Source: an optimization exercise on an open RTL-to-GDS flow (aim: small area). Production flows keep margins and buffers that such runs may drop.
Only simulation tests tie the RTL to the original design; equivalence was not proved.
Power figures rest on the tool's default switching activity, not on a simulated workload.

File: flow/config.mk
export PLATFORM = sky130hd
export DESIGN_NAME = tetris_display
export DESIGN_NICKNAME = tetris_display
export VERILOG_FILES = /design/flow/design.v
export SDC_FILE = /design/flow/constraint.sdc
export NUM_CORES = 4
export LEC_CHECK = 0
export CAP_MARGIN = 20
export CORE_MARGIN = 2
export CORE_UTILIZATION = 40
export CTS_BUF_LIST = sky130_fd_sc_hd__clkbuf_8
export SLEW_MARGIN = 20
File: flow/constraint.sdc
create_clock -name core_clock -period 8.0 [get_ports {iVGA_CLK}]
set_input_delay 1.6000 -clock core_clock [delete_from_list [all_inputs] [get_ports {iVGA_CLK}]]
set_output_delay 1.6000 -clock core_clock [all_outputs]
set_load 0.01 [all_outputs]
File: flow/run.sh
#!/bin/bash
# synth_recipe.tcl (not shown) runs the flow's synth.tcl, then flattens the netlist and writes it again
# the make line also repeats each setting of config.mk as NAME=value (left out here)
make -C /OpenROAD-flow-scripts/flow DESIGN_CONFIG=/design/flow/config.mk WORK_HOME=/design/flow/orfs CLKGATE_MAP_FILE= SYNTH_SCRIPT=/design/flow/synth_recipe.tcl finish
File: flow/design.v
`timescale 1ns/1ps
`default_nettype none
package tetris_pkg;
  typedef logic [9:0] coord_t;
  localparam coord_t CELL_PX    = 10'd20;
  localparam coord_t DIVIDER_X  = 10'd320;
  localparam int     BOARD_COLS = 16;
  localparam int     BOARD_ROWS = 24;
  localparam coord_t DIGIT_COL0_0   = 10'd19;
  localparam coord_t DIGIT_COL0_1   = 10'd23;
  localparam coord_t DIGIT_COL0_2   = 10'd27;
  localparam coord_t DIGIT_ROW0     = 10'd1;
  localparam coord_t DIGIT_W        = 10'd3;
  localparam coord_t DIGIT_H        = 10'd5;
  typedef logic [23:0] bgr_t;
  localparam bgr_t FILL_COLOR = 24'h00ff00;
  typedef logic [BOARD_COLS-1:0] board_row_t;
  typedef logic [BOARD_ROWS*BOARD_COLS-1:0] board_t;
  typedef logic [3:0] digit_t;
  typedef logic [11:0] digits_t;
  localparam logic [7:0] ADDR_SCORE = 8'h60;
  typedef enum logic [2:0] {
    REG_NONE,
    REG_BOARD,
    REG_DIVIDER,
    REG_DIGIT0,
    REG_DIGIT1,
    REG_DIGIT2
  } region_e;
  typedef logic [14:0] font_t;
  function automatic font_t font_glyph(logic [3:0] d);
    case (d)
      4'd0:    font_glyph = 15'b111_101_101_101_111;
      4'd1:    font_glyph = 15'b010_010_010_010_010;
      4'd2:    font_glyph = 15'b111_001_111_100_111;
      4'd3:    font_glyph = 15'b111_100_111_100_111;
      4'd4:    font_glyph = 15'b100_100_111_101_101;
      4'd5:    font_glyph = 15'b111_100_111_001_111;
      4'd6:    font_glyph = 15'b111_101_111_001_111;
      4'd7:    font_glyph = 15'b100_100_100_100_111;
      4'd8:    font_glyph = 15'b111_101_111_101_111;
      4'd9:    font_glyph = 15'b111_100_111_101_111;
      default: font_glyph = '0;
    endcase
  endfunction
endpackage
`default_nettype wire
`timescale 1ns/1ps
`default_nettype none
module tetris_display
#(
  parameter int   H_ACTIVE = 640,
  parameter int   H_FRONT  = 16,
  parameter int   H_SYNC   = 96,
  parameter int   H_BACK   = 48,
  parameter int   V_ACTIVE = 480,
  parameter int   V_FRONT  = 10,
  parameter int   V_SYNC   = 2,
  parameter int   V_BACK   = 33,
  parameter tetris_pkg::bgr_t BG_COLOR = 24'h202020
) (
  input  wire         iVGA_CLK,
  input  wire         iRST_n,
  input  wire  [7:0]  paddr,
  input  wire         psel,
  input  wire         penable,
  input  wire         pwrite,
  input  wire  [31:0] pwdata,
  output logic [31:0] prdata,
  output logic        pready,
  output logic        pslverr,
  output logic        hs,
  output logic        vs,
  output logic        blank_n,
  output logic [7:0]  r_data,
  output logic [7:0]  g_data,
  output logic [7:0]  b_data
);
  logic [15:0] brd [0:23];    
  logic [23:0] vld;           
  logic [11:0] score;         
  logic        a_ok;          
  logic        a_row;         
  logic        a_score;
  logic        bcd_bad;
  logic        access;
  logic [4:0]  ridx;
  logic [23:0] rsel_w;
  logic [23:0] rsel_r;
  logic [15:0] rrow;
  assign ridx    = paddr[6:2];
  assign a_row   = (paddr[1:0] == 2'b00) && !paddr[7] && (ridx < 5'd24);
  assign a_score = (paddr == 8'h60);
  assign a_ok    = a_row || a_score;
  assign bcd_bad = (pwdata[11:8] > 4'd9) || (pwdata[7:4] > 4'd9) || (pwdata[3:0] > 4'd9);
  assign access  = psel && penable;
  assign pready  = 1'b1;
  assign pslverr = access && (!a_ok || (pwrite && a_score && bcd_bad));
  always_comb begin
    for (int r = 0; r < 24; r++) begin
      rsel_w[r] = (ridx == 5'(r));
      rsel_r[r] = (ridx == 5'(r)) && vld[r];
    end
  end
  always_comb begin
    rrow = '0;
    for (int r = 0; r < 24; r++)
      rrow = rrow | ({16{rsel_r[r]}} & brd[r]);
  end
  always_comb begin
    prdata = '0;
    if (psel && !pwrite) begin
      if (a_row)
        prdata[15:0] = rrow;
      else if (a_score)
        prdata[11:0] = score;
    end
  end
  always_ff @(posedge iVGA_CLK) begin
    for (int r = 0; r < 24; r++)
      if (access && pwrite && a_row && rsel_w[r])
        brd[r] <= pwdata[15:0];
  end
  always_ff @(posedge iVGA_CLK or negedge iRST_n) begin
    if (!iRST_n) begin
      vld <= '0;
    end else begin
      for (int r = 0; r < 24; r++)
        if (access && pwrite && a_row && rsel_w[r])
          vld[r] <= 1'b1;
    end
  end
  always_ff @(posedge iVGA_CLK or negedge iRST_n) begin
    if (!iRST_n)
      score <= '0;
    else if (access && pwrite && a_score && !bcd_bad)
      score <= pwdata[11:0];
  end
  logic [5:0] hc;    
  logic [4:0] hp;    
  logic [4:0] vc;    
  logic [4:0] vp;    
  logic h_wrap, line_end, v_wrap, frame_end;
  assign h_wrap    = (hp == 5'd19);
  assign line_end  = h_wrap && (hc == 6'd39);
  assign v_wrap    = (vp == 5'd19);
  assign frame_end = line_end && (vc == 5'd26) && (vp == 5'd4);
  always_ff @(posedge iVGA_CLK or negedge iRST_n) begin
    if (!iRST_n) begin
      hp <= 5'd19;
      hc <= 6'd39;
    end else if (line_end) begin
      hp <= '0;
      hc <= '0;
    end else if (h_wrap) begin
      hp <= '0;
      hc <= hc + 6'd1;
    end else begin
      hp <= hp + 5'd1;
    end
  end
  always_ff @(posedge iVGA_CLK or negedge iRST_n) begin
    if (!iRST_n) begin
      vp <= 5'd4;
      vc <= 5'd26;
    end else if (frame_end) begin
      vp <= '0;
      vc <= '0;
    end else if (line_end) begin
      if (v_wrap) begin
        vp <= '0;
        vc <= vc + 5'd1;
      end else begin
        vp <= vp + 5'd1;
      end
    end
  end
  logic        active;
  logic        hs_n;
  logic        vs_n;
  logic        divider;
  logic [15:0] drow;
  logic        board_lit;
  logic [3:0]  dig;
  logic [5:0]  dcol0;
  logic        in_dig;
  logic [3:0]  gidx;
  logic [14:0] glyph;
  logic        dig_lit;
  logic        lit;
  assign active = (hc < 6'd32) && (vc < 5'd24);
  assign hs_n = ((hc == 6'd32) && (hp >= 5'd16)) ||
                ((hc >= 6'd33) && (hc <= 6'd36)) ||
                ((hc == 6'd37) && (hp <= 5'd11));
  assign vs_n = (vc == 5'd24) && ((vp == 5'd10) || (vp == 5'd11));
  assign divider = (hc == 6'd16) && (hp == 5'd0);
  always_comb begin
    drow = '0;
    for (int r = 0; r < 24; r++)
      drow = drow | ({16{(vc == 5'(r)) && vld[r]}} & brd[r]);
  end
  assign board_lit = (hc < 6'd16) && drow[hc[3:0]];
  always_comb begin
    in_dig = 1'b1;
    dig    = score[11:8];
    dcol0  = 6'd19;
    if ((hc >= 6'd19) && (hc <= 6'd21)) begin
      dig   = score[11:8];
      dcol0 = 6'd19;
    end else if ((hc >= 6'd23) && (hc <= 6'd25)) begin
      dig   = score[7:4];
      dcol0 = 6'd23;
    end else if ((hc >= 6'd27) && (hc <= 6'd29)) begin
      dig   = score[3:0];
      dcol0 = 6'd27;
    end else begin
      in_dig = 1'b0;
    end
    if ((vc < 5'd1) || (vc > 5'd5))
      in_dig = 1'b0;
  end
  assign gidx    = 4'(({1'b0, vc[2:0]} - 4'd1) * 4'd3 + 4'(hc - dcol0));
  assign glyph   = tetris_pkg::font_glyph(dig);
  assign dig_lit = in_dig && glyph[gidx];
  assign lit = active && (divider || board_lit || dig_lit);
  logic hs_q, vs_q, blank_q, lit_q;
  always_ff @(posedge iVGA_CLK or negedge iRST_n) begin
    if (!iRST_n) begin
      hs_q    <= 1'b1;
      vs_q    <= 1'b1;
      blank_q <= 1'b0;
      lit_q   <= 1'b0;
    end else begin
      hs_q    <= !hs_n;
      vs_q    <= !vs_n;
      blank_q <= active;
      lit_q   <= lit;
    end
  end
  assign hs      = hs_q;
  assign vs      = vs_q;
  assign blank_n = blank_q;
  assign g_data  = {lit_q, lit_q, blank_q, {5{lit_q}}};
  assign r_data  = {2'b00, blank_q && !lit_q, 5'b00000};
  assign b_data  = r_data;
endmodule
`default_nettype wire
==> impl_metrics.ini, run 1 <==
[run_status]
status = complete, no violations

[synth]
synthTopCellsByCount = edfxtp_1 (384), a22oi_1 (204), clkbuf_1 (112)
ys_seq_area_share_pct = 64.2
post_synth.cell_area_avg_sq_um = 13.3
synth_edf_count = 384
ys_ff_latch = 445
synth_area_leaders = edfxtp_1 (57%), a22oi_1 (7.5%), dfrtp_1 (5.9%)
ys_warn_count = 2
synth_ff_type = edfxtp_1
syn-instance-count = 1527
yosysTopAreaCell = edfxtp_1
synth_cell_types = 67
synth.most_common_cell = edfxtp_1
synth_top_area_share_pct = 56.6
async_flop_share_pct = 13.7
synthesis.area_sq_um = 20400

[final_layout]
finalNetCount = 1698
seq_area_sq_um = 13100
multi_input_area_sq_um = 6690
fin_util_pct = 46.8
drive_above_1_share_pct = 17.4
area_growth_pct = 15.3
fill_cells = 4491

[grt]
grt_max_degree = 62
grt_pass1_wl_um = 121000
antenna_found_initial = 7
overflow = 0
grt_util_all_layers_pct = 32.8
grt_pass1_vias = 16200

[cts]
cts.sinks = 445
cts-hold-fix-buffers = 0
root_buffer = clkbuf_8
post_cts_resized = 0
numCtsBuffers = 77
clk-insertion-delay-late_ns = 0.69
post_cts_buffers = 0
clk_path_buf_depth = 3
htree_levels = 3
cts_tree = done
clk_pin_slew_ns = 0.06

[worst_setup_path]
ff2ff_path_depth = 18
crit_required_ns = 6.40
crit_fanout = 12
setup.worst_path.start_class = input port
rr_startpoint = hc[1]$_DFFE_PN1P_
worstReg2RegEnd = lit_q$_DFF_PN0_
path_class = in -> out
cp_data_arrival_time_ns = 5.46
crit_path_end_kind = output pin
rrSetupSlack_ns = 1.58

[sta]
fin_crit_sh_pct = 88.3
slew_violations = 0
setup_violations = 0
finalSetupTns_ns = 0
clock.fmax_mhz = 142
finClkSkew_ns = 0.0300
fin_crit_ns = 7.06
setup_ws_ns = 0.936
worst_pin_slew_ns = 1.19
slew_headroom_pct = 19.8
rsz0062_at_grt = no
finalHoldViolCount = 0

[worst_hold_path]
hp-class = reg -> reg
worstHoldEndpoint = vld[8]$_DFFE_PN0P_
hp-start = vld[8]$_DFFE_PN0P_
holdPathStages = 1

[place]
port_buffers = 58
globalplace.congestion = 0.972
dp_hpwl_um = 50600
place_ws_ns = 1.22

[die]
die-height_um = 230
core_sq_um = 50200
die_x_um = 230
rows = 82
io_pins = 106
start_util_pct = 40.6
dieArea_sq_um = 52700

[detailed_routing]
detail_route.wl_per_cell_um = 37.2
vias = 17000
drt_first_iter_violations = 3751
wl_um = 88200
drt_first_pass_iters = 8
via_per_inst = 7.18
ant_nets = 0
drc = 0

[run]
cap_violations = 0

[pwr]
leakage_uw = 0.00820
powerDensity_nw_per_um2 = 203
ir_drop_mv = 0.134
worst max-delay path: stages:
cell and delay [ns]:
clkdlybuf4s50_1 0.83, nand2_1 0.28, nor2_1 0.32, and3_1 0.79
buf_4 0.40, a22o_1 0.18, a221oi_1 0.05, nand4_1 0.18
o221a_2 0.27, clkdlybuf4s50_1 0.56
logic make-up after synthesis:
kind of cell	share of synthesized area (%)
and+or+nand+nor	10.6
buffers and inverters	3.95
AOI/OAI and AO/OA	18.2
xor gates and xnor gates	0.516
other	0.0369
muxes	0.867
adders and majority gates	1.65
DFF	64.2
power by group:
| group | total, uW | internal (uW) | switching, uW |
|---|---|---|---|
| clock | 2150 | 1130 | 1010 |
| sequential | 2530 | 2530 | 3.75 |
| combinational | 97.3 | 25.3 | 72.0 |
| total | 4770 | 3680 | 1090 |
final cells by class:
| class | count | share of cell area [%] |
|---|---|---|
| antenna | 3 | 0.0320 |
| sequential | 445 | 55.7 |
| inverter | 21 | 0.336 |
| multi-input combinational | 937 | 28.5 |
| clock buffer | 83 | 4.86 |
| clock inverter | 61 | 1.78 |
| tap | 672 | 3.58 |
| timing repair buffer | 146 | 5.25 |
stage by stage:
step / area [sq um] / instances / hold slack (ns) / total power, uW
finish: 23500 / 2368 / 0.483 / 4770
global route: 23500 / 2366 / 0.507 / 4880
CTS: 23500 / 2365 / 0.481 / 4770
detailed placement: 21900 / 2221 / 0.468 / 2670
global placement: 21900 / 2220 / 0.461 / 2670
floorplan: 20500 / 1556 / 0.445 / 2610
registers in the layout, indices dropped and copies added (netlist names), 5 cells and up:
signal and count:
brd 384, vld 24, score 12, hc 6, hp 5, vc 5, vp 5
cell usage in the layout, fill, tap and decap left out, types with 48 or more instances in the layout:
master	instances
a221oi_1	75
a22o_1	64
a22oi_1	204
and3_1	51
buf_4	87
clkbuf_8	83
clkdlybuf4s50_1	57
dfrtp_1	48
edfxtp_1	384
nand2_1	50
nand4_1	66
metal layers:
layer	vias to the layer above	share of wire (%)	global-route usage [%]
li1	6414	-	-
met1	8144	34	40.2
met2	1892	41	47.1
met3	546	17	14.3
met4	0	8.2	21.0
met5	-	0	0.368
worst max path at each step:
| stage | start | endpoint | slack (ns) | cells after the start |
|---|---|---|---|---|
| global placement | paddr[3] | prdata[4] | 1.26 | 10 |
| global route | paddr[3] | prdata[0] | 1.03 | 10 |
| finish | paddr[2] | prdata[0] | 0.94 | 10 |
| floorplan | hc[0]$_DFFE_PN1P_ | lit_q$_DFF_PN0_ | 2.76 | 20 |
| CTS | paddr[3] | prdata[0] | 1.20 | 10 |
| detailed placement | paddr[2] | prdata[4] | 1.22 | 10 |
==> inputs of run 2 (changes only) <==
--- a/flow/config.mk
+++ b/flow/config.mk
@@ -9,4 +9,3 @@
 export CORE_MARGIN = 2
 export CORE_UTILIZATION = 40
-export CTS_BUF_LIST = sky130_fd_sc_hd__clkbuf_8
 export SLEW_MARGIN = 20
==> impl_metrics.ini, run 2 <==
[run_status]
status = complete, no violations

[final_layout]
multi_input_area_sq_um = 6690
finalNetCount = 1668
top_register = brd
largestRegisters = brd: 384 flops, vld: 24 flops, score: 12 flops
layout_common_cells = edfxtp_1 (384), a22oi_1 (204), buf_4 (87)
area_growth_pct = 15.7
mostFrequentLayoutCell = edfxtp_1
drive_above_1_share_pct = 15.8
fill_cells = 4438
largest_reg_flops = 384
stdcell_area_sq_um = 23600
seq_area_sq_um = 13100
final_cells = 2310

[detailed_routing]
ant_nets = 0
drc = 0
drt_first_iter_violations = 3628
wl_um = 87600
detail_route.wl_per_cell_um = 37.9
drt_first_pass_iters = 10
vias = 16700
via_per_inst = 7.23

[sta]
slew_violations = 0
finalHoldViolCount = 0
fin_crit_ns = 7.07
setup_violations = 0
slew_headroom_pct = 16.3
rsz0062_at_grt = no
clock.fmax_mhz = 142
finalSetupTns_ns = 0
finClkSkew_ns = 0.0374
worst_pin_slew_ns = 1.24
fin_crit_sh_pct = 88.3

[pwr]
leakage_uw = 0.00811
total_power_uw = 4980
powerDensity_nw_per_um2 = 212
ir_drop_mv = 0.155

[grt]
antenna_found_initial = 5
overflow = 0
grtUsageMet3_pct = 13.2
grt_pass1_vias = 15900
grt-busiest-layer = met2
grt_util_all_layers_pct = 32.6
global_route.usage.met2_pct = 47.2
grt_pass1_wl_um = 120000
grt_max_degree = 62
grt_use_met1_pct = 40.7

[die]
rows = 82
die-height_um = 230
start_util_pct = 40.6
dieArea_sq_um = 52700
io_pins = 106
core_sq_um = 50200
die_x_um = 230

[cts]
root_buffer = clkbuf_16
cts_tree = done
cts.sinks = 445
post_cts_buffers = 0
post_cts_resized = 0
clk_path_buf_depth = 3
clk_pin_slew_ns = 0.06
cts-hold-fix-buffers = 0
htree_levels = 2
numCtsBuffers = 47
clk-insertion-delay-late_ns = 0.63

[synth]
ys_ff_latch = 445
synth_top_area_share_pct = 56.6
yosysTopAreaCell = edfxtp_1
post_synth.cell_area_avg_sq_um = 13.3
syn-instance-count = 1527
synth_edf_count = 384
ys_seq_area_share_pct = 64.2
async_flop_share_pct = 13.7
synth_ff_type = edfxtp_1
synth_area_leaders = edfxtp_1 (57%), a22oi_1 (7.5%), dfrtp_1 (5.9%)
synth_cell_types = 67
synthTopCellsByCount = edfxtp_1 (384), a22oi_1 (204), clkbuf_1 (112)
ys_warn_count = 2
synth.most_common_cell = edfxtp_1
synthesis.area_sq_um = 20400

[place]
port_buffers = 58
post-place-cells = 2221
globalplace.congestion = 0.972
place_area_sq_um = 21900
dp_hpwl_um = 50600

[worst_setup_path]
cp_data_arrival_time_ns = 5.47
crit_fanout = 12
crit_start = paddr[2]
rr_startpoint = hc[1]$_DFFE_PN1P_
path_class = in -> out
crit_required_ns = 6.40
setup.worst_path.start_class = input port
crit_path_end_kind = output pin

[run]
cap_violations = 0

[worst_hold_path]
hp-class = reg -> reg
hp-start = vld[12]$_DFFE_PN0P_
## run 2: cell count changes in the layout (fill, tap and decap cells not counted), moves of 2 or more
cell / change
clkbuf_16: +48
clkinv_2: -6
bufinv_16: +2
clkinv_1: -10
inv_1: -22
clkinv_8: -2
clkbuf_8: -78
inv_6: -2
clkbuf_1: +12
## run 2: cells by family after synthesis
kind of cell	Yosys count	share of synthesized area, %
buffers and inverters	174	3.95
muxes	16	0.867
adders and majority gates	25	1.65
AOI/OAI and AO/OA	468	18.2
and+or+nand+nor	385	10.6
xor gates and xnor gates	12	0.516
other	2	0.0369
DFF	445	64.2
## run 2: metrics by stage
stage	hold slack (ns)	setup slack, ns	utilization (%)
after floorplan	0.445	2.76	-
after global placement	0.461	1.26	43.7
after detailed placement	0.468	1.22	43.7
after CTS	0.481	1.20	46.9
after global routing	0.507	1.02	46.9
final	0.485	0.934	46.9
## run 2: layout make-up
type,count,share of cell area (%)
timing repair buffer,146,5.24
antenna,2,0.0212
clock buffer,65,5.58
tap,672,3.57
sequential,445,55.5
multi-input combinational,937,28.4
inverter,21,0.335
clock inverter,22,1.37
## run 2: power breakdown
group | internal (uW) | switching [uW]
clock | 1380 | 975
combinational | 25.3 | 72.2
sequential | 2530 | 3.74
total | 3930 | 1050
## run 2: critical path: stages
cell             delay, ns
clkdlybuf4s50_1       0.82
nand2_1               0.27
nor2_1                0.32
and3_1                0.82
buf_4                 0.40
a22o_1                0.18
a221oi_1              0.05
nand4_1               0.17
o221a_2               0.27
clkdlybuf4s50_1       0.56
## run 2: metal layers
layer | part of all wire (%) | vias to the layer above
met4 | 7.9 | 0
met1 | 34 | 8060
met2 | 41 | 1786
li1 | - | 6328
met5 | 0 | -
met3 | 17 | 535
## run 2: path summary, 6_finish.rpt
check                           slack [ns]  depth (start not counted)              endpoint
worst max-delay path                  0.93                         10             prdata[0]
worst min-delay path                  0.49                          1   vld[12]$_DFFE_PN0P_
worst max register to register        1.50                         18       lit_q$_DFF_PN0_
worst min register to register        0.49                          1   vld[12]$_DFFE_PN0P_
max in group asynchronous             6.22                          2  score[7]$_DFFE_PN0P_
min in group asynchronous             1.19                          2     vc[2]$_DFFE_PN0P_
==> inputs of run 3 (changes only) <==
--- a/flow/config.mk
+++ b/flow/config.mk
@@ -6,4 +6,5 @@
 export NUM_CORES = 4
 export LEC_CHECK = 0
+export ABC_AREA = 1
 export CAP_MARGIN = 20
 export CORE_MARGIN = 2
==> impl_metrics.ini, run 3 <==
[run_status]
status = complete, no violations

[pwr]
powerDensity_nw_per_um2 = 204
p_clk_share_pct = 47.3
p_sw_share_pct = 21.4
intPower_uw = 3960
pwr-share-comb_pct = 2.5
switching_power_uw = 1080
seqPwrFrac_pct = 50.2
ir_drop_mv = 0.156
leakage_uw = 0.00967

[final_layout]
drive_above_1_share_pct = 9.56
layout_common_cells = nand2_1 (436), edfxtp_1 (384), inv_1 (298)
area_growth_pct = 15.5
finalNetCount = 2280
seq_area_sq_um = 13100
fin_util_pct = 46.9
multi_input_area_sq_um = 6850
fill_cells = 4865
largest_reg_flops = 384
largestRegisters = brd: 384 flops, vld: 24 flops, score: 12 flops
mostFrequentLayoutCell = nand2_1
top_register = brd

[cts]
post_cts_resized = 0
cts-hold-fix-buffers = 0
numCtsBuffers = 48
root_buffer = clkbuf_16
cts.sinks = 445
clk-insertion-delay-late_ns = 0.60
htree_levels = 2
clk_path_buf_depth = 3
cts_tree = done
post_cts_buffers = 0
clk_pin_slew_ns = 0.06

[synth]
synth_edf_count = 384
ys_seq_area_share_pct = 61.0
synth_xor_xnor_area_share_pct = 0.368
syn-instance-count = 2098
post_synth.cell_area_avg_sq_um = 10.2
synthesis.area_sq_um = 21400
async_flop_share_pct = 13.7
synth_top_area_share_pct = 53.8
synthTopCellsByCount = nand2_1 (436), edfxtp_1 (384), inv_1 (301)
synth-compound-area-share_pct = 12.3
yosysTopAreaCell = edfxtp_1
synth_fa_ha_area_share_pct = 1.57
synth_cell_types = 58
ys_warn_count = 2
synth.most_common_cell = nand2_1
synthSimpleGateAreaFrac_pct = 16.6
ys_ff_latch = 445
synth_ff_type = edfxtp_1
yosys-mux-area-fraction_pct = 0.158
synth_area_leaders = edfxtp_1 (54%), nand2_1 (7.6%), dfrtp_1 (5.6%)
synth_top_family_by_area = simple AND/OR/NAND/NOR gates

[worst_setup_path]
cp_data_arrival_time_ns = 5.68
crit_path_end_kind = output pin
slowest_delay_ns = 0.69
path_buf_inv = 4
cp_top_family = buffers and inverters
rrSetupSlack_ns = 2.41
crit_fanout = 12
path_cells = clkdlybuf4s50_1 -> inv_1 -> nand2_1 -> nor2_1 -> nand2_1 -> inv_1 -> a221oi_1 -> o211ai_1 -> nor4_1 -> a211oi_1 -> clkdlybuf4s50_1
crit_required_ns = 6.40
slowest_stage = nor4_1
path_class = in -> out
setup.worst_path.start_class = input port

[die]
dieArea_sq_um = 55400
rows = 84
core_sq_um = 52800
io_pins = 106
start_util_pct = 40.6
die_x_um = 235
die-height_um = 235

[sta]
hold-worst-slack_ns = 0.495
finalHoldViolCount = 0
fin_crit_ns = 7.28
rsz0062_at_grt = no
finClkSkew_ns = 0.0204
finalSetupTns_ns = 0
fin_crit_sh_pct = 91.0
setup_violations = 0
slew_headroom_pct = 14.6
worst_pin_slew_ns = 1.28
slew_violations = 0
clock.fmax_mhz = 137

[detailed_routing]
drc = 0
via_per_inst = 6.31
detail_route.wl_per_cell_um = 32.9
wl_um = 96700
drt_first_iter_violations = 3367
drt_first_pass_iters = 9
vias = 18500
ant_nets = 0

[place]
port_buffers = 58
dp_hpwl_um = 62100
globalplace.congestion = 1.00

[grt]
grt_max_degree = 62
overflow = 0
antenna_found_initial = 3
grt_pass1_wl_um = 132000
grt_pass1_vias = 17400
grt_util_all_layers_pct = 34.2

[run]
cap_violations = 0

[worst_hold_path]
hp-class = reg -> reg
## run 3: cell types whose count changed in the layout (fill, tap and decap cells not counted), sizes merged, moves of 21 or more
cell	change
nand3	+68
buf	-28
inv	+287
a221oi	-23
a21oi	+35
a22o	-62
o21ai	+46
a22oi	-180
nand2	+397
a211oi	+36
nor2	+116
nand4	-21
o22ai	+69
and3	-51
## run 3: through the flow
stage / total power [uW] / area, sq um / setup WS (ns) / cells
after global placement: 2690 / 23000 / 1.07 / 2846
after global routing: 5140 / 24700 / 0.683 / 2936
after detailed placement: 2700 / 23100 / 1.03 / 2848
after CTS: 5030 / 24700 / 0.986 / 2936
after floorplan: 2630 / 21500 / 3.10 / 2127
final: 5040 / 24700 / 0.720 / 2939
## run 3: power groups by stage
stage          logic [uW]  clock network (uW)  registers (uW)
6_report              127                2380            2530
5_1_grt               132                2480            2530
4_1_cts               121                2390            2530
3_5_place_dp          121                   0            2580
3_3_place_gp          119                   0            2580
2_1_floorplan        51.6                   0            2570
## run 3: cells by family (layout without fill, tap and decap cells)
| kind of cell | Yosys count | in the layout |
|---|---|---|
| muxes | 3 | 3 |
| adders and majority gates | 25 | 25 |
| and+or+nand+nor | 821 | 821 |
| xor gates and xnor gates | 9 | 9 |
| other | 2 | 34 |
| AOI/OAI and AO/OA | 386 | 386 |
| DFF | 445 | 445 |
| buffers and inverters | 407 | 528 |
## run 3: final cells by class
cell class | count | share of cell area, %
clock buffers | 55 | 5.00
repair buffers | 118 | 4.31
multi-input cells | 1275 | 27.7
diodes | 3 | 0.0304
clock inverters | 33 | 1.74
flip-flops and latches | 445 | 52.9
well taps | 688 | 3.48
inverters | 322 | 4.89
## run 3: path summary, 6_finish.rpt
path,startpoint,endpoint,cells after the start
worst max-delay path,paddr[6],prdata[4],11
worst min-delay path,vld[9]$_DFFE_PN0P_,vld[9]$_DFFE_PN0P_,2
worst max register to register,hc[0]$_DFFE_PN1P_,lit_q$_DFF_PN0_,19
worst min register to register,vld[9]$_DFFE_PN0P_,vld[9]$_DFFE_PN0P_,2
max in group asynchronous,iRST_n,vld[15]$_DFFE_PN0P_,2
min in group asynchronous,iRST_n,vld[11]$_DFFE_PN0P_,2
## run 3: metal layers
metal	track usage [%]	wire length, um	up-vias
met1	43.9	35000	8862
li1	-	-	7567
met3	13.5	15200	400
met5	0	14	-
met2	48.6	39500	1711
met4	20.7	6970	2
## run 3: worst min-delay path: stages, from the launching register on
cell	delay [ns]
dfrtp_1	0.34
inv_1	0.05
o21ai_0	0.06
==> inputs of run 4 (changes only) <==
--- a/flow/design.v
+++ b/flow/design.v
@@ -183,7 +183,4 @@
   logic        board_lit;
   logic [3:0]  dig;
-  logic [5:0]  dcol0;
-  logic        in_dig;
-  logic [3:0]  gidx;
   logic [14:0] glyph;
   logic        dig_lit;
@@ -201,26 +198,26 @@
   end
   assign board_lit = (hc < 6'd16) && drow[hc[3:0]];
-  always_comb begin
-    in_dig = 1'b1;
-    dig    = score[11:8];
-    dcol0  = 6'd19;
-    if ((hc >= 6'd19) && (hc <= 6'd21)) begin
-      dig   = score[11:8];
-      dcol0 = 6'd19;
-    end else if ((hc >= 6'd23) && (hc <= 6'd25)) begin
-      dig   = score[7:4];
-      dcol0 = 6'd23;
-    end else if ((hc >= 6'd27) && (hc <= 6'd29)) begin
-      dig   = score[3:0];
-      dcol0 = 6'd27;
-    end else begin
-      in_dig = 1'b0;
-    end
-    if ((vc < 5'd1) || (vc > 5'd5))
-      in_dig = 1'b0;
-  end
-  assign gidx    = 4'(({1'b0, vc[2:0]} - 4'd1) * 4'd3 + 4'(hc - dcol0));
-  assign glyph   = tetris_pkg::font_glyph(dig);
-  assign dig_lit = in_dig && glyph[gidx];
+  logic [2:0] lc;      
+  logic [2:0] ds;      
+  logic [2:0] gpat;    
+  assign ds[0] = (hc >= 6'd19) && (hc <= 6'd21);
+  assign ds[1] = (hc >= 6'd23) && (hc <= 6'd25);
+  assign ds[2] = (hc >= 6'd27) && (hc <= 6'd29);
+  assign lc[0] = (hc == 6'd19) || (hc == 6'd23) || (hc == 6'd27);
+  assign lc[1] = (hc == 6'd20) || (hc == 6'd24) || (hc == 6'd28);
+  assign lc[2] = (hc == 6'd21) || (hc == 6'd25) || (hc == 6'd29);
+  always_comb begin
+    dig = ({4{ds[0]}} & score[11:8]) | ({4{ds[1]}} & score[7:4]) | ({4{ds[2]}} & score[3:0]);
+    glyph = tetris_pkg::font_glyph(dig);
+    case (vc[2:0])
+      3'd1:    gpat = glyph[2:0];
+      3'd2:    gpat = glyph[5:3];
+      3'd3:    gpat = glyph[8:6];
+      3'd4:    gpat = glyph[11:9];
+      3'd5:    gpat = glyph[14:12];
+      default: gpat = 3'b000;
+    endcase
+  end
+  assign dig_lit = (vc[4:3] == 2'b00) && |(gpat & lc);
   assign lit = active && (divider || board_lit || dig_lit);
   logic hs_q, vs_q, blank_q, lit_q;
==> flow/flow/run.sh (new file) <==
#!/bin/bash
# The standard layout (standard.sh), with three changes:
#  - synthesis maps logic with an area-oriented ABC script (my_synth.tcl, area.abc);
#    registers and their names are those of the standard synthesis
#  - port buffers are sky130_fd_sc_hd__buf_1
#  - clock tree: larger sink clusters, no dummy loads
set -euo pipefail
F=$(cd "$(dirname "${BASH_SOURCE[0]}")" && pwd)
W=$(dirname "$F")
cd "$W"
CTS="-sink_clustering_enable -repair_clock_nets -dont_use_dummy_load"
CTS="$CTS -root_buf sky130_fd_sc_hd__clkbuf_16 -buf_list sky130_fd_sc_hd__clkbuf_16"
CTS="$CTS -sink_clustering_size 25 -sink_clustering_max_diameter 70"
bash standard.sh \
  "SYNTH_SCRIPT=$F/my_synth.tcl" \
  "BUFFER_PORTS_ARGS=-buffer_cell sky130_fd_sc_hd__buf_1" \
  "CTS_ARGS=$CTS" \
  finish > "$W/standard_flow.log" 2>&1
==> flow/flow/area.abc (new file) <==
&get -n
&st
&dc2
&syn2
&dc2
&dch -f
&nf -R 1000 -p -C 32 -F 10 -A 10
&put
==> flow/flow/my_synth.tcl (new file) <==
# The standard synthesis, with ABC's mapping script swapped for an area-oriented one
set my_dir [file dirname [file normalize [info script]]]
proc abc {args} {
  global my_dir
  set i [lsearch $args -script]
  if {$i >= 0} {
    set args [lreplace $args [expr {$i+1}] [expr {$i+1}] [file join $my_dir area.abc]]
  }
  yosys abc {*}$args
}
source [file join $my_dir .. synth_recipe.tcl]
==> flow/standard.sh (new file) <==
#!/bin/bash
# synth_recipe.tcl (not shown) runs the flow's synth.tcl, then flattens the netlist and writes it again
# the make line also repeats each setting of config.mk as NAME=value (left out here)
make -C /OpenROAD-flow-scripts/flow DESIGN_CONFIG=/design/flow/config.mk WORK_HOME=/design/flow/orfs CLKGATE_MAP_FILE= SYNTH_SCRIPT=/design/flow/synth_recipe.tcl "${@:-finish}"
--- a/flow/config.mk
+++ b/flow/config.mk
@@ -6,5 +6,4 @@
 export NUM_CORES = 4
 export LEC_CHECK = 0
-export ABC_AREA = 1
 export CAP_MARGIN = 20
 export CORE_MARGIN = 2
removed: flow/run.sh
==> impl_metrics.ini, run 4 <==
[sta]
worst_pin_slew_ns = 1.19
finalSetupTns_ns = 0
fin_crit_ns = 6.23
finClkSkew_ns = 0.0515
rsz0062_at_grt = no
fin_crit_sh_pct = 77.9
setup_violations = 0
finalHoldViolCount = 0
slew_headroom_pct = 19.8
slew_violations = 0
clock.fmax_mhz = 160

[cts]
cts.sinks = 445
clk_pin_slew_ns = 0.07
cts_tree = done
root_buffer = clkbuf_16
clk_path_buf_depth = 3
clk-insertion-delay-late_ns = 0.62
numCtsBuffers = 29
cts-hold-fix-buffers = 0
htree_levels = 1
post_cts_resized = 0
post_cts_buffers = 0

[pwr]
leakage_uw = 0.00695
total_power_uw = 3990
ir_drop_mv = 0.165
p_sw_share_pct = 20.5
p_clk_share_pct = 34.6
seqPwrFrac_pct = 63.3
intPower_uw = 3180
switching_power_uw = 817
pwr-share-comb_pct = 2.1
powerDensity_nw_per_um2 = 187

[synth]
yosys-mux-area-fraction_pct = 0.708
synth_fa_ha_area_share_pct = 1.31
synth_ff_type = edfxtp_1
ys_seq_area_share_pct = 68.5
synth_xor_xnor_area_share_pct = 0.230
synth_edf_count = 384
yosysTopAreaCell = edfxtp_1
ys_warn_count = 2
synthSimpleGateAreaFrac_pct = 10.0
synth_top_family_by_area = compound AO/OA/AOI/OAI gates
synth_top_area_share_pct = 60.5
ys_ff_latch = 445
synth_cell_types = 48
synthesis.area_sq_um = 19100
synth.most_common_cell = edfxtp_1
synth-compound-area-share_pct = 17.2
synthTopCellsByCount = edfxtp_1 (384), a22oi_1 (126), a222oi_1 (115)
syn-instance-count = 1310
post_synth.cell_area_avg_sq_um = 14.6
async_flop_share_pct = 13.7
synth_area_leaders = edfxtp_1 (60%), dfrtp_1 (6.3%), a222oi_1 (6.0%)

[final_layout]
stdcell_area_sq_um = 21300
top_register = brd
largest_reg_flops = 384
layout_common_cells = edfxtp_1 (384), a22oi_1 (126), a222oi_1 (115)
mostFrequentLayoutCell = edfxtp_1
finalNetCount = 1537
largestRegisters = brd: 384 flops, vld: 24 flops, score: 12 flops
drive_above_1_share_pct = 10.9
area_growth_pct = 11.9

[grt]
grt_util_all_layers_pct = 32.1
grt_max_degree = 62
overflow = 0
grt_pass1_wl_um = 112000
antenna_found_initial = 1
grt_pass1_vias = 14700

[detailed_routing]
via_per_inst = 7.43
wl_um = 81600
drc = 0
ant_nets = 0
drt_first_iter_violations = 4085
drt_first_pass_iters = 14
detail_route.wl_per_cell_um = 39.1
vias = 15500

[die]
die-height_um = 222
core_sq_um = 47400
start_util_pct = 40.2
io_pins = 106
dieArea_sq_um = 49400
rows = 80
die_x_um = 222

[place]
dp_hpwl_um = 45500
place_area_sq_um = 20600
globalplace.congestion = 0.983
port_buffers = 58

[worst_setup_path]
cp_data_arrival_time_ns = 4.63
crit_path_end_kind = output pin
crit_fanout = 16
path_class = in -> out
setup.worst_path.start_class = input port
crit_required_ns = 6.40

[worst_hold_path]
hp-class = reg -> reg

[run]
cap_violations = 0

[run_status]
status = complete, no violations
-- run 4: cell types whose count changed after synthesis, sizes merged, moves of 35 or more --
cell,before,now
a22oi,24,126
a211oi,37,2
nor2,169,70
o22ai,70,5
nand3,99,25
nand2,447,71
o21ai,74,20
inv,309,0
and3,1,42
a222oi,0,115
-- run 4: metal layers --
| metal | vias to the layer above | routed length (um) | global-route usage, % |
|---|---|---|---|
| met2 | 1658 | 33600 | 46.8 |
| met5 | - | 50 | 0.684 |
| met3 | 434 | 14800 | 13.8 |
| met1 | 7493 | 27500 | 41.1 |
| li1 | 5907 | - | - |
| met4 | 4 | 5600 | 15.7 |
-- run 4: power by group through the flow --
stage / clock (uW) / combinational [uW] / sequential (uW)
global route: 1470 / 91.6 / 2530
detailed placement: 0 / 82.2 / 2580
CTS: 1390 / 82.2 / 2530
finish: 1380 / 85.4 / 2530
floorplan: 0 / 35.9 / 2580
global placement: 0 / 80.6 / 2580
-- run 4: area by class of cell --
class                      count  area, sq um
inverter                      16         60.1
timing repair buffer         142          850
fill                        4211        26100
sequential                   445        13100
tap                          615          769
antenna                        1         2.50
clock buffer                  29          726
multi-input combinational    838         5860
-- run 4: stage by stage --
stage                     utilization [%]  instances  worst slack (ns)  hold slack, ns
after CTS                            44.9       2085              1.86           0.488
final                                45.0       2086              1.77           0.490
after global routing                 45.0       2085              1.72           0.501
after global placement               43.4       2056              1.78           0.464
after floorplan                         -       1339              3.07           0.449
after detailed placement             43.4       2056              1.88           0.474
-- run 4: worst paths after layout --
check	slack, ns	end	start	cells after the start
min reg2reg	0.49	vld[9]$_DFFE_PN0P_	vld[9]$_DFFE_PN0P_	1
max in group asynchronous	6.21	score[3]$_DFFE_PN0P_	iRST_n	2
min	0.49	vld[9]$_DFFE_PN0P_	vld[9]$_DFFE_PN0P_	1
max	1.77	prdata[11]	paddr[6]	10
min in group asynchronous	1.20	score[5]$_DFFE_PN0P_	iRST_n	2
max reg2reg	2.89	lit_q$_DFF_PN0_	hc[0]$_DFFE_PN1P_	18
-- run 4: worst max-delay path: stages --
cell	delay, ns
buf_1	0.29
and2_0	0.33
and3_1	0.49
buf_4	0.36
a22o_1	0.22
a221oi_1	0.20
nand4_1	0.12
a2111oi_0	0.69
nor2_1	0.14
buf_1	0.17
-- run 4: cells by family (layout without fill, tap and decap cells) --
logic type               after synthesis  count (layout)
flip-flops                           445             445
AO/OA/AOI/OAI                        403             403
AND/OR/NAND/NOR                      367             367
buffers and inverters                 56             187
adder cells (fa/ha/maj)               20              20
multiplexers                          12              12
XOR/XNOR                               5               5
other                                  2              32
==> inputs of run 5 (changes only) <==
--- a/flow/design.v
+++ b/flow/design.v
@@ -137,4 +137,21 @@
       score <= pwdata[11:0];
   end
+  function automatic logic [4:0] lfsr(logic [4:0] v);
+    lfsr = {v[3:0], v[4] ^ v[2]};
+  endfunction
+  localparam logic [4:0] P0  = 5'd1;
+  localparam logic [4:0] P4  = 5'd18;
+  localparam logic [4:0] P10 = 5'd19;
+  localparam logic [4:0] P12 = 5'd15;
+  localparam logic [4:0] P16 = 5'd24;
+  localparam logic [4:0] P19 = 5'd6;
+  localparam logic [4:0] R1  = 5'd2;
+  localparam logic [4:0] R2  = 5'd4;
+  localparam logic [4:0] R3  = 5'd9;
+  localparam logic [4:0] R4  = 5'd18;
+  localparam logic [4:0] R5  = 5'd5;
+  localparam logic [4:0] R24 = 5'd29;
+  localparam logic [4:0] R25 = 5'd26;
+  localparam logic [4:0] R26 = 5'd21;
   logic [5:0] hc;    
   logic [4:0] hp;    
@@ -142,41 +159,48 @@
   logic [4:0] vp;    
   logic h_wrap, line_end, v_wrap, frame_end;
-  assign h_wrap    = (hp == 5'd19);
+  assign h_wrap    = (hp == P19);
   assign line_end  = h_wrap && (hc == 6'd39);
-  assign v_wrap    = (vp == 5'd19);
-  assign frame_end = line_end && (vc == 5'd26) && (vp == 5'd4);
-  always_ff @(posedge iVGA_CLK or negedge iRST_n) begin
-    if (!iRST_n) begin
-      hp <= 5'd19;
+  assign v_wrap    = (vp == P19);
+  assign frame_end = line_end && (vc == R26) && (vp == P4);
+  always_ff @(posedge iVGA_CLK or negedge iRST_n) begin
+    if (!iRST_n) begin
+      hp <= P19;
       hc <= 6'd39;
     end else if (line_end) begin
-      hp <= '0;
+      hp <= P0;
       hc <= '0;
     end else if (h_wrap) begin
-      hp <= '0;
+      hp <= P0;
       hc <= hc + 6'd1;
     end else begin
-      hp <= hp + 5'd1;
-    end
-  end
-  always_ff @(posedge iVGA_CLK or negedge iRST_n) begin
-    if (!iRST_n) begin
-      vp <= 5'd4;
-      vc <= 5'd26;
+      hp <= lfsr(hp);
+    end
+  end
+  always_ff @(posedge iVGA_CLK or negedge iRST_n) begin
+    if (!iRST_n) begin
+      vp <= P4;
+      vc <= R26;
     end else if (frame_end) begin
-      vp <= '0;
-      vc <= '0;
+      vp <= P0;
+      vc <= P0;
     end else if (line_end) begin
       if (v_wrap) begin
-        vp <= '0;
-        vc <= vc + 5'd1;
+        vp <= P0;
+        vc <= lfsr(vc);
       end else begin
-        vp <= vp + 5'd1;
+        vp <= lfsr(vp);
       end
     end
   end
+  logic [23:0] vrow;
+  always_comb begin
+    logic [4:0] st;
+    st = P0;
+    for (int r = 0; r < 24; r++) begin
+      vrow[r] = (vc == st);
+      st = lfsr(st);
+    end
+  end
   logic        active;
-  logic        hs_n;
-  logic        vs_n;
   logic        divider;
   logic [15:0] drow;
@@ -186,14 +210,15 @@
   logic        dig_lit;
   logic        lit;
-  assign active = (hc < 6'd32) && (vc < 5'd24);
-  assign hs_n = ((hc == 6'd32) && (hp >= 5'd16)) ||
-                ((hc >= 6'd33) && (hc <= 6'd36)) ||
-                ((hc == 6'd37) && (hp <= 5'd11));
-  assign vs_n = (vc == 5'd24) && ((vp == 5'd10) || (vp == 5'd11));
-  assign divider = (hc == 6'd16) && (hp == 5'd0);
+  assign active = (hc < 6'd32) && (vc != R24) && (vc != R25) && (vc != R26);
+  logic hs_fall, hs_rise, vs_fall, vs_rise;
+  assign hs_fall = (hc == 6'd32) && (hp == P16);
+  assign hs_rise = (hc == 6'd37) && (hp == P12);
+  assign vs_fall = (hc == 6'd0) && (hp == P0) && (vc == R24) && (vp == P10);
+  assign vs_rise = (hc == 6'd0) && (hp == P0) && (vc == R24) && (vp == P12);
+  assign divider = (hc == 6'd16) && (hp == P0);
   always_comb begin
     drow = '0;
     for (int r = 0; r < 24; r++)
-      drow = drow | ({16{(vc == 5'(r)) && vld[r]}} & brd[r]);
+      drow = drow | ({16{vrow[r] && vld[r]}} & brd[r]);
   end
   assign board_lit = (hc < 6'd16) && drow[hc[3:0]];
@@ -210,14 +235,14 @@
     dig = ({4{ds[0]}} & score[11:8]) | ({4{ds[1]}} & score[7:4]) | ({4{ds[2]}} & score[3:0]);
     glyph = tetris_pkg::font_glyph(dig);
-    case (vc[2:0])
-      3'd1:    gpat = glyph[2:0];
-      3'd2:    gpat = glyph[5:3];
-      3'd3:    gpat = glyph[8:6];
-      3'd4:    gpat = glyph[11:9];
-      3'd5:    gpat = glyph[14:12];
+    case (vc)
+      R1:      gpat = glyph[2:0];
+      R2:      gpat = glyph[5:3];
+      R3:      gpat = glyph[8:6];
+      R4:      gpat = glyph[11:9];
+      R5:      gpat = glyph[14:12];
       default: gpat = 3'b000;
     endcase
   end
-  assign dig_lit = (vc[4:3] == 2'b00) && |(gpat & lc);
+  assign dig_lit = |(gpat & lc);
   assign lit = active && (divider || board_lit || dig_lit);
   logic hs_q, vs_q, blank_q, lit_q;
@@ -229,6 +254,6 @@
       lit_q   <= 1'b0;
     end else begin
-      hs_q    <= !hs_n;
-      vs_q    <= !vs_n;
+      hs_q    <= (hs_q && !hs_fall) || hs_rise;
+      vs_q    <= (vs_q && !vs_fall) || vs_rise;
       blank_q <= active;
       lit_q   <= lit;
--- a/flow/config.mk
+++ b/flow/config.mk
@@ -8,4 +8,4 @@
 export CAP_MARGIN = 20
 export CORE_MARGIN = 2
-export CORE_UTILIZATION = 40
+export CORE_UTILIZATION = 65
 export SLEW_MARGIN = 20
==> impl_metrics.ini, run 5 <==
[place]
globalplace.congestion = 1.02
port_buffers = 58
dp_hpwl_um = 43400
place_ws_ns = 1.96

[detailed_routing]
via_per_inst = 8.56
drt_first_iter_violations = 4423
detail_route.wl_per_cell_um = 41.4
wl_um = 76800
drt_first_pass_iters = 14
drc = 0
vias = 15900
ant_nets = 0

[synth]
synthTopCellsByCount = edfxtp_1 (384), a22oi_1 (125), a222oi_1 (122)
syn-instance-count = 1314
ys_seq_area_share_pct = 68.9
synth.most_common_cell = edfxtp_1
synthesis.area_sq_um = 19000
synth_edf_count = 384
ys_ff_latch = 445
synth_area_leaders = edfxtp_1 (61%), a222oi_1 (6.4%), dfrtp_1 (6.3%)
synth_cell_types = 50
synth_ff_type = edfxtp_1
async_flop_share_pct = 13.7
post_synth.cell_area_avg_sq_um = 14.4
yosysTopAreaCell = edfxtp_1
ys_warn_count = 2
synth_top_area_share_pct = 60.8

[pwr]
leakage_uw = 0.00691
ir_drop_mv = 0.244
powerDensity_nw_per_um2 = 187

[final_layout]
top_register = brd
largest_reg_flops = 384
fill_cells = 1954
mostFrequentLayoutCell = edfxtp_1
drive_above_1_share_pct = 10.3
finalNetCount = 1525
layout_common_cells = edfxtp_1 (384), a22oi_1 (125), a222oi_1 (122)
area_growth_pct = 9.84
largestRegisters = brd: 384 flops, vld: 24 flops, score: 12 flops

[worst_setup_path]
setup.worst_path.start_class = input port
crit_fanout = 12
rrSetupSlack_ns = 3.28
rr_startpoint = hc[0]$_DFFE_PN1P_
ff2ff_path_depth = 13
cp_data_arrival_time_ns = 4.75
crit_required_ns = 6.40
path_class = in -> out
crit_path_end_kind = output pin
worstReg2RegEnd = lit_q$_DFF_PN0_

[grt]
antenna_found_initial = 2
grt_max_degree = 62
overflow = 0
grt_util_all_layers_pct = 50.0
grt_pass1_wl_um = 106000
grt_pass1_vias = 15000

[die]
die_x_um = 175
die-height_um = 175
rows = 62
start_util_pct = 66.1
core_sq_um = 28700
dieArea_sq_um = 30600
io_pins = 106

[cts]
cts.sinks = 445
cts_tree = done
cts-hold-fix-buffers = 0
post_cts_resized = 0
post_cts_buffers = 0
clk-insertion-delay-late_ns = 0.60
clk_path_buf_depth = 3
clk_pin_slew_ns = 0.07
root_buffer = clkbuf_16
numCtsBuffers = 26
htree_levels = 1

[sta]
slew_headroom_pct = 8.24
clock.fmax_mhz = 157
worst_pin_slew_ns = 1.37
slew_violations = 0
finClkSkew_ns = 0.0530
fin_crit_sh_pct = 79.4
finalHoldViolCount = 0
setup_violations = 0
fin_crit_ns = 6.35
setup_ws_ns = 1.65
finalSetupTns_ns = 0
rsz0062_at_grt = no

[run]
cap_violations = 0

[worst_hold_path]
hp-class = reg -> reg
holdPathStages = 0
hp-start = hp[0]$_DFF_PN0_
worstHoldEndpoint = hp[1]$_DFF_PN1_

[run_status]
status = complete, no violations
run 5: cell types whose count changed after synthesis, sizes merged, moves of 6 or more:
| cell | before | now |
|---|---|---|
| nand2 | 71 | 105 |
| a221oi | 42 | 29 |
| o21ai | 20 | 32 |
| clkinv | 16 | 5 |
| ha | 20 | 10 |
| a221o | 11 | 4 |
| a222oi | 115 | 122 |
| nand3 | 25 | 19 |
run 5: worst max-delay path by stage:
stage | startpoint | endpoint | slack [ns] | cells after the start
floorplan | paddr[4] | prdata[9] | 3.08 | 9
detailed placement | paddr[4] | prdata[9] | 1.96 | 11
global placement | paddr[4] | prdata[11] | 1.96 | 10
global route | paddr[4] | prdata[11] | 1.79 | 10
CTS | paddr[4] | prdata[9] | 1.96 | 11
finish | paddr[4] | prdata[11] | 1.65 | 10
run 5: cell type report:
class | count | area [sq um] | area share [%]
Multi-Input combinational cell | 851 | 5770 | 27.7
Tap cell | 384 | 480 | 2.31
Clock buffer | 26 | 651 | 3.12
Inverter | 5 | 18.8 | 0.0900
Timing Repair Buffer | 141 | 843 | 4.05
Antenna cell | 1 | 2.50 | 0.0120
Sequential cell | 445 | 13100 | 62.7
run 5: cells by family (layout without fill, tap and decap cells):
logic type / Yosys count / after routing / share of synthesized area, %
flip-flops: 445 / 445 / 68.9
buffers and inverters: 47 / 172 / 1.72
AND/OR/NAND/NOR: 394 / 394 / 10.7
multiplexers: 14 / 14 / 0.831
AO/OA/AOI/OAI: 397 / 397 / 16.9
adder cells (fa/ha/maj): 10 / 10 / 0.659
XOR/XNOR: 5 / 5 / 0.231
other: 2 / 32 / 0.0396
run 5: per-stage QoR:
step	util [%]	cells	cell area, sq um	hold slack (ns)	total power, uW
3_5_place_dp	70.3	1826	20200	0.429	2650
4_1_cts	72.6	1852	20800	0.449	3870
6_report	72.6	1853	20800	0.448	3890
5_1_grt	72.6	1852	20800	0.467	3950
2_1_floorplan	-	1343	19100	0.449	2610
3_3_place_gp	70.3	1826	20200	0.411	2650
run 5: layer usage:
metal / GRT usage [%] / up-vias / wire length, um
met3: 22.5 / 591 / 15500
met4: 31.3 / 0 / 7330
li1: - / 5891 / -
met2: 69.8 / 1998 / 30600
met1: 64.2 / 7374 / 23300
met5: 0 / - / 0
run 5: report_power, final:
part	internal [uW]	switching [uW]
Sequential	2520	2.91
Combinational	13.4	65.2
Clock	575	714
run 5: critical path, stage by stage:
cell and delay, ns:
buf_1 0.16, nor2b_1 0.43, and2_0 0.32, nand2_1 0.10, nor2_2 1.02, a222oi_1 0.37
nand4_1 0.18, nor3_1 0.08, nor2_1 0.27, buf_1 0.20
==> inputs of run 6 (changes only) <==
==> flow/flow/run.sh (replaced) <==
#!/bin/bash
# The standard layout (standard.sh), with these changes:
#  - synthesis maps logic with an area-oriented ABC script (my_synth.tcl, area.abc);
#    registers and their names are those of the standard synthesis
#  - before global placement, weak gates driving many pins get a stronger size
#    (upsize.tcl), so placement does not add buffers to those nets
#  - port buffers are sky130_fd_sc_hd__buf_1
#  - clock tree: larger sink clusters, no dummy loads
set -euo pipefail
F=$(cd "$(dirname "${BASH_SOURCE[0]}")" && pwd)
W=$(dirname "$F")
cd "$W"
CTS="-sink_clustering_enable -repair_clock_nets -dont_use_dummy_load"
CTS="$CTS -root_buf sky130_fd_sc_hd__clkbuf_16 -buf_list sky130_fd_sc_hd__clkbuf_16"
CTS="$CTS -sink_clustering_size 30 -sink_clustering_max_diameter 80"
bash standard.sh \
  "SYNTH_SCRIPT=$F/my_synth.tcl" \
  "PRE_GLOBAL_PLACE_TCL=$F/upsize.tcl" \
  "BUFFER_PORTS_ARGS=-buffer_cell sky130_fd_sc_hd__buf_1" \
  "CTS_ARGS=$CTS" \
  finish > "$W/standard_flow.log" 2>&1
==> flow/flow/upsize.tcl (new file) <==
# Before global placement: give weak gates that drive many pins a stronger
# size of the same function, so placement does not buffer those nets.
proc my_upsize_drivers {min_loads} {
  set db [ord::get_db]
  set block [ord::get_db_block]
  set n 0
  foreach net [$block getNets] {
    if {[$net getSigType] ne "SIGNAL"} { continue }
    set drv ""
    set loads 0
    foreach it [$net getITerms] {
      if {[$it isOutputSignal]} { set drv $it } elseif {[$it isInputSignal]} { incr loads }
    }
    if {$drv eq "" || $loads < $min_loads} { continue }
    set inst [$drv getInst]
    set m [[$inst getMaster] getName]
    if {![regexp {^(sky130_fd_sc_hd__[a-z0-9]+)_([012])$} $m -> base sz]} { continue }
    if {[regexp {df|dl|buf|inv|conb|tap|fill|decap|diode} $base]} { continue }
    # nor-like gates pull up through series devices: they need the 4x size
    if {[regexp {__(nor|o[0-9])} $base]} { set sizes {4} } elseif {$sz < 2} { set sizes {2 4} } else { continue }
    set target ""
    foreach s $sizes {
      if {[$db findMaster ${base}_$s] ne "NULL"} { set target ${base}_$s; break }
    }
    if {$target eq ""} { continue }
    replace_cell [$inst getName] $target
    incr n
  }
  puts "my_upsize_drivers: resized $n drivers of $min_loads or more pins"
}
my_upsize_drivers 10
==> impl_metrics.ini, run 6 <==
[synth]
async_flop_share_pct = 13.7
synth_ff_type = edfxtp_1
synth_fa_ha_area_share_pct = 0.659
synthTopCellsByCount = edfxtp_1 (384), a22oi_1 (125), a222oi_1 (122)
ys_warn_count = 2
synth.most_common_cell = edfxtp_1
synth-compound-area-share_pct = 16.9
synth_edf_count = 384
post_synth.cell_area_avg_sq_um = 14.4
synthSimpleGateAreaFrac_pct = 10.7
synthesis.area_sq_um = 19000
synth_area_leaders = edfxtp_1 (61%), a222oi_1 (6.4%), dfrtp_1 (6.3%)
yosysTopAreaCell = edfxtp_1
synth_top_area_share_pct = 60.8
ys_seq_area_share_pct = 68.9
synth_top_family_by_area = compound AO/OA/AOI/OAI gates
yosys-mux-area-fraction_pct = 0.831
synth_xor_xnor_area_share_pct = 0.231
ys_ff_latch = 445
synth_cell_types = 50
syn-instance-count = 1314

[place]
globalplace.congestion = 0.954
port_buffers = 58
dp_hpwl_um = 39700

[worst_setup_path]
crit_fanout = 16
path_class = in -> out
crit_path_end_kind = output pin
cp_data_arrival_time_ns = 4.36
setup.worst_path.start_class = input port
crit_required_ns = 6.40

[detailed_routing]
drc = 0
drt_first_iter_violations = 4981
ant_nets = 0
wl_um = 75800
via_per_inst = 8.76
detail_route.wl_per_cell_um = 42.6
vias = 15600
drt_first_pass_iters = 17

[die]
rows = 62
io_pins = 106
dieArea_sq_um = 30600
start_util_pct = 66.1
core_sq_um = 28700
die_x_um = 175
die-height_um = 175

[grt]
grt_pass1_wl_um = 104000
grt_pass1_vias = 14500
grt_max_degree = 62
overflow = 0
antenna_found_initial = 0
grt_util_all_layers_pct = 49.3

[sta]
hold-worst-slack_ns = 0.460
slew_headroom_pct = 21.7
clock.fmax_mhz = 168
finalHoldViolCount = 0
fin_crit_ns = 5.96
slew_violations = 0
rsz0062_at_grt = no
finalSetupTns_ns = 0
setup_violations = 0
worst_pin_slew_ns = 1.16
finClkSkew_ns = 0.0440
fin_crit_sh_pct = 74.5

[cts]
cts.sinks = 445
clk_path_buf_depth = 3
clk_pin_slew_ns = 0.09
numCtsBuffers = 19
clk-insertion-delay-late_ns = 0.58
post_cts_buffers = 0
cts_tree = done
root_buffer = clkbuf_16
htree_levels = 1
post_cts_resized = 0
cts-hold-fix-buffers = 0

[final_layout]
area_growth_pct = 7.59
top_register = brd
drive_above_1_share_pct = 9.10
layout_common_cells = edfxtp_1 (384), a22oi_1 (125), a222oi_1 (122)
finalNetCount = 1452
mostFrequentLayoutCell = edfxtp_1
largestRegisters = brd: 384 flops, vld: 24 flops, score: 12 flops
fill_cells = 1964
largest_reg_flops = 384

[worst_hold_path]
hp-class = reg -> reg

[pwr]
ir_drop_mv = 0.270
powerDensity_nw_per_um2 = 183
leakage_uw = 0.00646

[run]
cap_violations = 0

[run_status]
status = complete, no violations
## run 6: cell counts after synthesis
Identical to the previous run, type by type.
## run 6: power by group
part / internal, uW / leakage [uW] / switching [uW]
Clock: 430 / 0.000234 / 702
Sequential: 2520 / 0.00425 / 2.86
Combinational: 12.4 / 0.00197 / 66.0
## run 6: cells by family after synthesis
kind of cell / after synthesis
buffers and inverters: 47
AOI/OAI and AO/OA: 397
DFF: 445
other: 2
muxes: 14
adders and majority gates: 10
xor gates and xnor gates: 5
and+or+nand+nor: 394
## run 6: worst max-delay path, stage by stage
cell and delay, ns:
buf_1 0.28, nand2b_1 0.38, nor2_1 0.35, and3_2 0.77
a222oi_1 0.26, nand4_1 0.17, nor3_1 0.08, nor2_1 0.26
buf_1 0.19
## run 6: per-layer routing
| layer | share of wire (%) | GRT usage [%] |
|---|---|---|
| met1 | 31 | 64.5 |
| met2 | 40 | 67.9 |
| met3 | 21 | 22.8 |
| met4 | 8.5 | 28.9 |
| met5 | 0 | 0 |
## run 6: path summary, 6_finish.rpt
kind / endpoint / cells after the start / from / slack (ns)
min in group asynchronous: score[2]$_DFFE_PN0P_ / 2 / iRST_n / 1.22
worst max-delay path: prdata[11] / 9 / paddr[2] / 2.04
max in group asynchronous: score[0]$_DFFE_PN0P_ / 2 / iRST_n / 6.23
worst max register to register: lit_q$_DFF_PN0_ / 11 / vc[2]$_DFFE_PN1P_ / 3.18
worst min-delay path: vs_q$_DFF_PN1_ / 2 / vs_q$_DFF_PN1_ / 0.46
worst min register to register: vs_q$_DFF_PN1_ / 2 / vs_q$_DFF_PN1_ / 0.46
## run 6: metrics by stage
step	instance area [sq um]	util (%)	cells	setup slack, ns	total power, uW
2_1_floorplan	19100	-	1343	3.08	2610
3_3_place_gp	19900	69.4	1757	2.27	2650
3_5_place_dp	19900	69.4	1758	2.23	2650
4_1_cts	20400	71.0	1777	2.22	3700
5_1_grt	20400	71.1	1779	1.99	3790
6_report	20400	71.1	1781	2.04	3740
## run 6: cell type report
type	instances	area (sq um)	share of cell area, %
clock buffers	19	475	2.33
inverters	5	18.8	0.0919
flip-flops and latches	445	13100	64.0
repair buffers	75	354	1.73
diodes	2	5.00	0.0245
well taps	384	480	2.35
multi-input cells	851	6010	29.4
==> inputs of run 7 (changes only) <==
--- a/flow/design.v
+++ b/flow/design.v
@@ -103,8 +103,10 @@
     end
   end
-  always_comb begin
-    rrow = '0;
-    for (int r = 0; r < 24; r++)
-      rrow = rrow | ({16{rsel_r[r]}} & brd[r]);
+  logic [15:0] rg [0:7];
+  always_comb begin
+    for (int k = 0; k < 8; k++)
+      rg[k] = ~(({16{rsel_r[3*k]}} & brd[3*k]) | ({16{rsel_r[3*k+1]}} & brd[3*k+1]) |
+                ({16{rsel_r[3*k+2]}} & brd[3*k+2]));
+    rrow = ~(rg[0] & rg[1] & rg[2] & rg[3]) | ~(rg[4] & rg[5] & rg[6] & rg[7]);
   end
   always_comb begin
@@ -217,8 +219,12 @@
   assign vs_rise = (hc == 6'd0) && (hp == P0) && (vc == R24) && (vp == P12);
   assign divider = (hc == 6'd16) && (hp == P0);
-  always_comb begin
-    drow = '0;
-    for (int r = 0; r < 24; r++)
-      drow = drow | ({16{vrow[r] && vld[r]}} & brd[r]);
+  logic [15:0] dg [0:7];
+  logic [23:0] dsel;
+  assign dsel = vrow & vld;
+  always_comb begin
+    for (int k = 0; k < 8; k++)
+      dg[k] = ~(({16{dsel[3*k]}} & brd[3*k]) | ({16{dsel[3*k+1]}} & brd[3*k+1]) |
+                ({16{dsel[3*k+2]}} & brd[3*k+2]));
+    drow = ~(dg[0] & dg[1] & dg[2] & dg[3]) | ~(dg[4] & dg[5] & dg[6] & dg[7]);
   end
   assign board_lit = (hc < 6'd16) && drow[hc[3:0]];
==> flow/flow/area.abc (replaced) <==
&get -n
&st
&dch
&nf -R 1000 -p -C 32 -F 10 -A 10
&put
==> impl_metrics.ini, run 7 <==
[grt]
grt_pass1_wl_um = 83900
grt_pass1_vias = 13300
antenna_found_initial = 0
overflow = 0
grt_max_degree = 62
grt_util_all_layers_pct = 38.1

[run_status]
status = complete, no violations

[pwr]
total_power_uw = 3720
leakage_uw = 0.00663
powerDensity_nw_per_um2 = 183
ir_drop_mv = 0.181

[cts]
cts.sinks = 445
htree_levels = 1
clk_path_buf_depth = 3
clk_pin_slew_ns = 0.09
cts-hold-fix-buffers = 0
root_buffer = clkbuf_16
post_cts_resized = 0
clk-insertion-delay-late_ns = 0.56
numCtsBuffers = 20
cts_tree = done
post_cts_buffers = 0

[final_layout]
fin_util_pct = 71.1
top_register = brd
fill_cells = 1917
stdcell_area_sq_um = 20300
mostFrequentLayoutCell = edfxtp_1
largest_reg_flops = 384
final_cells = 1670
antenna_cells = 0
largestRegisters = brd: 384 flops, vld: 24 flops, score: 12 flops
layout_common_cells = edfxtp_1 (384), a222oi_1 (259), nand4_1 (71)
drive_above_1_share_pct = 10.7
area_growth_pct = 8.48
finalNetCount = 1343

[synth]
yosys-mux-area-fraction_pct = 0.962
syn-instance-count = 1198
synth_xor_xnor_area_share_pct = 0.234
synthTopCellsByCount = edfxtp_1 (384), a222oi_1 (259), nand4_1 (72)
synth_ff_type = edfxtp_1
synth_edf_count = 384
ys_warn_count = 4
synth_top_family_by_area = compound AO/OA/AOI/OAI gates
synthSimpleGateAreaFrac_pct = 10.4
ys_seq_area_share_pct = 69.8
synth_area_leaders = edfxtp_1 (62%), a222oi_1 (14%), dfrtp_1 (6.4%)
synth-compound-area-share_pct = 16.0
synth_fa_ha_area_share_pct = 0.668
async_flop_share_pct = 13.7
ys_ff_latch = 445
synthesis.area_sq_um = 18700
post_synth.cell_area_avg_sq_um = 15.6
synth_cell_types = 51
synth.most_common_cell = edfxtp_1
yosysTopAreaCell = edfxtp_1
synth_top_area_share_pct = 61.6

[die]
dieArea_sq_um = 30200
rows = 62
die-height_um = 174
io_pins = 106
die_x_um = 174
start_util_pct = 65.6
core_sq_um = 28500

[worst_setup_path]
rrSetupSlack_ns = 3.70
setup.worst_path.start_class = input port
crit_fanout = 13
path_cells = buf_1 -> nor2b_1 -> nand2_1 -> nor4b_4 -> a222oi_1 -> nand4_1 -> nor3_1 -> nor3_1 -> buf_1
crit_path_end_kind = output pin
crit_required_ns = 6.40
cp_top_family = simple AND/OR/NAND/NOR gates
worstReg2RegEnd = lit_q$_DFF_PN0_
crit_start = paddr[4]
slowest_stage = nor4b_4
endpoint = prdata[6]
rr_startpoint = hc[0]$_DFFE_PN1P_
cp_data_arrival_time_ns = 5.16
ff2ff_path_depth = 16
path_buf_inv = 2
slowest_delay_ns = 1.10
path_class = in -> out
path_depth = 9

[sta]
fin_crit_sh_pct = 84.5
setup_violations = 0
finClkSkew_ns = 0.0749
fin_crit_ns = 6.76
finalSetupTns_ns = 0
slew_headroom_pct = 22.5
finalHoldViolCount = 0
clock.fmax_mhz = 148
rsz0062_at_grt = no
worst_pin_slew_ns = 1.16
slew_violations = 0

[detailed_routing]
vias = 13800
wl_um = 58200
drt_first_iter_violations = 3635
detail_route.wl_per_cell_um = 34.8
drc = 0
via_per_inst = 8.27
ant_nets = 0
drt_first_pass_iters = 11

[worst_hold_path]
holdPathStages = 2
hp-class = reg -> reg

[place]
post-place-cells = 1649
place_area_sq_um = 19800
globalplace.congestion = 0.960
port_buffers = 58
dp_hpwl_um = 35300

[run]
cap_violations = 0
## run 7: per-layer routing
metal / GRT usage (%) / up-vias / part of all wire, %
met5: 0 / - / 0
met4: 15.3 / 0 / 4.0
met3: 11.4 / 147 / 16
met2: 56.8 / 1321 / 44
met1: 53.5 / 6787 / 35
li1: - / 5564 / -
## run 7: cell type report
type / instances / area (sq um) / share of cell area (%)
clock buffer: 20 / 500 / 2.46
multi-input combinational: 732 / 5820 / 28.7
inverter: 8 / 30.0 / 0.148
tap: 384 / 480 / 2.37
timing repair buffer: 81 / 399 / 1.97
sequential: 445 / 13100 / 64.4
## run 7: worst min-delay path by stage
| stage | slack [ns] | start | endpoint |
|---|---|---|---|
| floorplan | 0.45 | vld[6]$_DFFE_PN0P_ | vld[6]$_DFFE_PN0P_ |
| global placement | 0.46 | hp[0]$_DFF_PN0_ | hp[1]$_DFF_PN1_ |
| detailed placement | 0.47 | vld[15]$_DFFE_PN0P_ | vld[15]$_DFFE_PN0P_ |
| CTS | 0.49 | hp[0]$_DFF_PN0_ | hp[1]$_DFF_PN1_ |
| global route | 0.51 | hp[0]$_DFF_PN0_ | hp[1]$_DFF_PN1_ |
| finish | 0.49 | vs_q$_DFF_PN1_ | vs_q$_DFF_PN1_ |
## run 7: worst min-delay path, delay by kind of cell, from the launching register on
| family | cells | cell delay, ns |
|---|---|---|
| AOI/OAI and AO/OA | 2 | 0.12 |
| DFF | 1 | 0.37 |
## run 7: kinds of logic (layout without fill, tap and decap cells)
family,count (synthesis),count (layout)
compound gates,324,324
xor+xnor,5,5
fa+ha+maj,10,10
buf+inv,50,109
flops,445,445
mux,16,16
other cells,2,31
simple gates,346,346
## run 7: report_power, final
group	internal (uW)	switching (uW)
Clock	451	664
Combinational	14.2	70.0
Sequential	2520	2.70
## run 7: metrics by stage
| step | worst slack, ns | hold slack (ns) |
|---|---|---|
| 2_1_floorplan | 1.98 | 0.449 |
| 3_3_place_gp | 1.50 | 0.459 |
| 3_5_place_dp | 1.49 | 0.474 |
| 4_1_cts | 1.47 | 0.492 |
| 5_1_grt | 1.13 | 0.505 |
| 6_report | 1.24 | 0.492 |

[what the ideal ports hide]
The flow's constraints put no driver on any port. The routed layouts listed below were extracted and timed again, unchanged, in two steps. Step 1 (the two cells are an assumption about what drives the block):
set clk [get_ports {iVGA_CLK}]
set_driving_cell -lib_cell sky130_fd_sc_hd__clkbuf_16 $clk
set_driving_cell -lib_cell sky130_fd_sc_hd__buf_2 [delete_from_list [all_inputs] $clk]
Step 2 also shifts input and output timing later by t, the mid clock arrival at the registers, as if the neighbouring blocks saw the same clock. Three values: ideal ports, drivers, drivers and shift; two values: the first two.
run | t, ns | setup slack, ns | hold slack, ns
run 1 | 0.740 | 0.936 / 0.912 / 0.912 | 0.483 / 0.483 / 0.483
run 2 | 0.675 | 0.934 / 0.910 / 0.910 | 0.485 / 0.485 / 0.485
run 3 | 0.655 | 0.720 / 0.688 / 0.688 | 0.495 / 0.495 / 0.495
run 4 | 0.647 | 1.768 / 1.729 / 1.729 | 0.490 / 0.490 / 0.490
run 5 | 0.608 | 1.647 / 1.611 / 1.611 | 0.448 / 0.447 / 0.447
run 6 | 0.611 | 2.039 / 2.002 / 2.002 | 0.460 / 0.460 / 0.460
run 7 | 0.579 | 1.238 / 1.216 / 1.216 | 0.492 / 0.492 / 0.492
After both steps setup and hold are still met in every run listed. For run 4, which loses most, drivers alone change the setup slack by -0.039 ns; drivers and shift together by -0.039 ns.
